From an optimization exercise on the open Yosys and OpenROAD flow, aimed at small area, a short achievable clock period and few clock cycles per item; shortcuts taken in it are not production practice. Function was checked by simulation only, so behaviour that the tests miss may differ from the original.

## segment_intersection_test
module segment_intersection_test #(
   parameter int COORD_BITS = sit_pkg::COORD_BITS_DEF
) (
   input  logic                         clock,
   input  logic                         reset,
   input  logic                         req_valid,
   output logic                         req_ready,
   input  logic signed [COORD_BITS-1:0] req_a_start_x,
   input  logic signed [COORD_BITS-1:0] req_a_start_y,
   input  logic signed [COORD_BITS-1:0] req_a_end_x,
   input  logic signed [COORD_BITS-1:0] req_a_end_y,
   input  logic signed [COORD_BITS-1:0] req_b_start_x,
   input  logic signed [COORD_BITS-1:0] req_b_start_y,
   input  logic signed [COORD_BITS-1:0] req_b_end_x,
   input  logic signed [COORD_BITS-1:0] req_b_end_y,
   output logic                         rsp_valid,
   input  logic                         rsp_ready,
   output logic                         rsp_hit,
   output logic [1:0]                   rsp_hit_kind
);
clock: 8.0 ns
lec_check: 0
cap_margin: 20
core_margin: 2
core_utilization: 50
place_density: 0.5
setup_slack_margin: 4.6
slew_margin: 20
synth_hierarchical: 1
run.sh (not shown) runs the stock make flow with config.mk's settings and CLKGATE_MAP_FILE= SYNTH_SCRIPT=/design/flow/synth_recipe.tcl, a recipe that flattens the netlist after the stock synthesis.
Testbench counts at the start, summed over its fixed seeds: cycles 16,048, items 16,000.
Change:
- CAP_MARGIN: 20 -> 10
- PLACE_DENSITY: 0.5 -> unset
- SETUP_SLACK_MARGIN: 4.6 -> 4.7
- SLEW_MARGIN: 20 -> 10
=> Clock-buffer cell count grows by 1. Area after synthesis does not change. Non-clock buffer count went up by 90.
Change:
- CAP_MARGIN: 10 -> 20
- PLACE_DENSITY: unset -> 0.5
- SETUP_SLACK_MARGIN: 4.7 -> 4.85
- SLEW_MARGIN: 10 -> 20
Result: The changed run passed the timing, DRC and antenna checks; setup slack gets worse by 0.046 ns; register-to-register slack loses 0.05 ns; clock skew climbs by 0.0041 ns; worst hold slack stays flat; die area stays the same.

## build 78
segment_intersection_test again, from the RTL that the note above started with.
clock: 8.0 ns
lec_check: 0
cap_margin: 20
core_margin: 2
core_utilization: 50
place_density: 0.5
setup_slack_margin: 4.7
slew_margin: 20
synth_hierarchical: 1
Testbench counts of build 78, summed over its fixed seeds: cycles 16,048, items 16,000.
## Diff of input files: build 9 against build 78
- changing PLACE_DENSITY from 0.5 to 0.42
### Flow results
- Each of the runs, namely build 78 and build 9, reached the end of the flow and came out clean.
- Core utilization: build 78 vs build 9 identical
- As far as largest incremental delay on the critical path is concerned, build 9 and build 78 perform about the same.
- Taking build 78 as the reference, in build 9 compound-cell area share of the yosys netlist has remained practically unchanged, fraction of the mapped netlist area in adder cells has remained practically unchanged.
Setup changes, build 9 to build 25
- PLACE_DENSITY changed from 0.42 to 0.75
==> comparison <==
Looking at the reports, build 25 completed the entire flow and the layout it produced met the timing, DRC and antenna checks.
u_dp.r2582_2 as the critical path startpoint was reported by build 9, and u_dp.r2500_2 by build 25.
Diff build 9 -> build 25: HPWL after detailed placement decreased by about 6% relative to the old numbers; final cell count closely matched the old numbers.
Build 25 vs build 9: via count up in build 25
For build 9, the uppermost signal routing layer after detailed routing was met4, unlike build 25, where it was met5.
For build 19, these inputs were changed with respect to build 25:
- swapping 4.7 for 4.4 in SETUP_SLACK_MARGIN
- clearing PLACE_DENSITY, which used to be 0.75
## What came out
- Relative to build 25, the clock latency at the later pin of the worst-skew pair of build 19 is lower by 0.02 ns.
- In the tables for build 19 and build 25, area growth from synthesis to layout reads lower with build 19.
- Compared with build 25, in build 19 HPWL reported at the end of detailed placement went up, worst hold slack did not really move.
--- input diff build 19..build 32 ---
- an added GPL_ROUTABILITY_DRIVEN of 0
- a change of SETUP_SLACK_MARGIN from 4.4 to 4.7
- an added PLACE_DENSITY of 0.5
==> run summary <==
Summary of build 32 over build 19: worst setup slack saw an increase; path depth of the worst reg2reg path saw an increase. In the flow results for build 32 and build 19, the overall routed net length is larger on build 32. Looking at worst setup path startpoint, the u_dp.r2582_2 result is from build 32; the u_dp.r4471_1 one comes from build 19.
Changes in build 52 relative to build 32:
- removing GPL_ROUTABILITY_DRIVEN (formerly 0)
- setting CTS_CLUSTER_SIZE to 30 for the first time
- changing CORE_UTILIZATION from 50 to 60
- setting CTS_BUF_LIST to sky130_fd_sc_hd__clkbuf_4 sky130_fd_sc_hd__clkbuf_8 for the first time
- removing PLACE_DENSITY (formerly 0.5)
Results
- Summary of build 52 over build 32: count of plain and timing-repair buffers saw a decrease, post-layout worst setup margin saw a decrease.
- Build 52 has cell area below what build 32 had.
- Run comparison: build 32 first element of the critical path u_dp.r2582_2; build 52 first element of the critical path u_dp.r742_1
- Comparing build 32 and build 52, the higher clock period minus final worst setup slack was measured on build 52.
- Summary of build 52 over build 32: post-synthesis to final-layout area growth down 1.5 points.

-- static timing again, ports no longer ideal --
The flow's constraints put no driver on any port. The routed layouts listed below were extracted and timed again, unchanged, in two steps. Step 1 (the two cells are an assumption about what drives the block):
set clk [get_ports {clock}]
set_driving_cell -lib_cell sky130_fd_sc_hd__clkbuf_16 $clk
set_driving_cell -lib_cell sky130_fd_sc_hd__buf_2 [delete_from_list [all_inputs] $clk]
Step 2 times the ports against the registers' clock, not the clock port: input delays grow and output delays shrink by t, the midpoint of the rising clock arrivals with the driver on. a / b / c = no drivers / after step 1 / after step 2; a / b = the first two.
| run | shift t [ns] | setup slack, ns | hold slack, ns | worst setup path after step 2 | worst register clock-pin slew, ns |
|---|---|---|---|---|---|
| the first run of note 1 | 0.792 | 4.541 / 4.541 / 3.911 | 0.322 / 0.322 / 0.322 | input to register | 0.07 / 0.07 |
| the second run of note 1 | 0.769 | 4.587 / 4.587 / 4.065 | 0.323 / 0.323 / 0.323 | input to register | 0.07 / 0.07 |
| the third run of note 1 | 0.795 | 4.541 / 4.541 / 4.158 | 0.322 / 0.322 / 0.322 | input to register | 0.07 / 0.07 |
| build 78 | 0.786 | 4.604 / 4.604 / 3.986 | 0.325 / 0.325 / 0.325 | input to register | 0.07 / 0.07 |
| build 9 | 0.786 | 4.604 / 4.604 / 3.986 | 0.325 / 0.325 / 0.325 | input to register | 0.07 / 0.07 |
| build 25 | 0.799 | 4.494 / 4.494 / 3.992 | 0.326 / 0.326 / 0.326 | input to register | 0.07 / 0.07 |
| build 19 | 0.777 | 4.423 / 4.423 / 3.738 | 0.325 / 0.325 / 0.325 | input to register | 0.07 / 0.07 |
| build 32 | 0.795 | 4.533 / 4.533 / 3.976 | 0.317 / 0.317 / 0.317 | input to register | 0.07 / 0.07 |
| build 52 | 0.899 | 4.463 / 4.463 / 3.913 | 0.323 / 0.323 / 0.323 | input to register | 0.07 / 0.07 |
After both steps setup and hold are still met in every run listed. The setup slack of build 19, which loses most, moves by 0.000 ns with the drivers and by -0.685 ns with both steps.
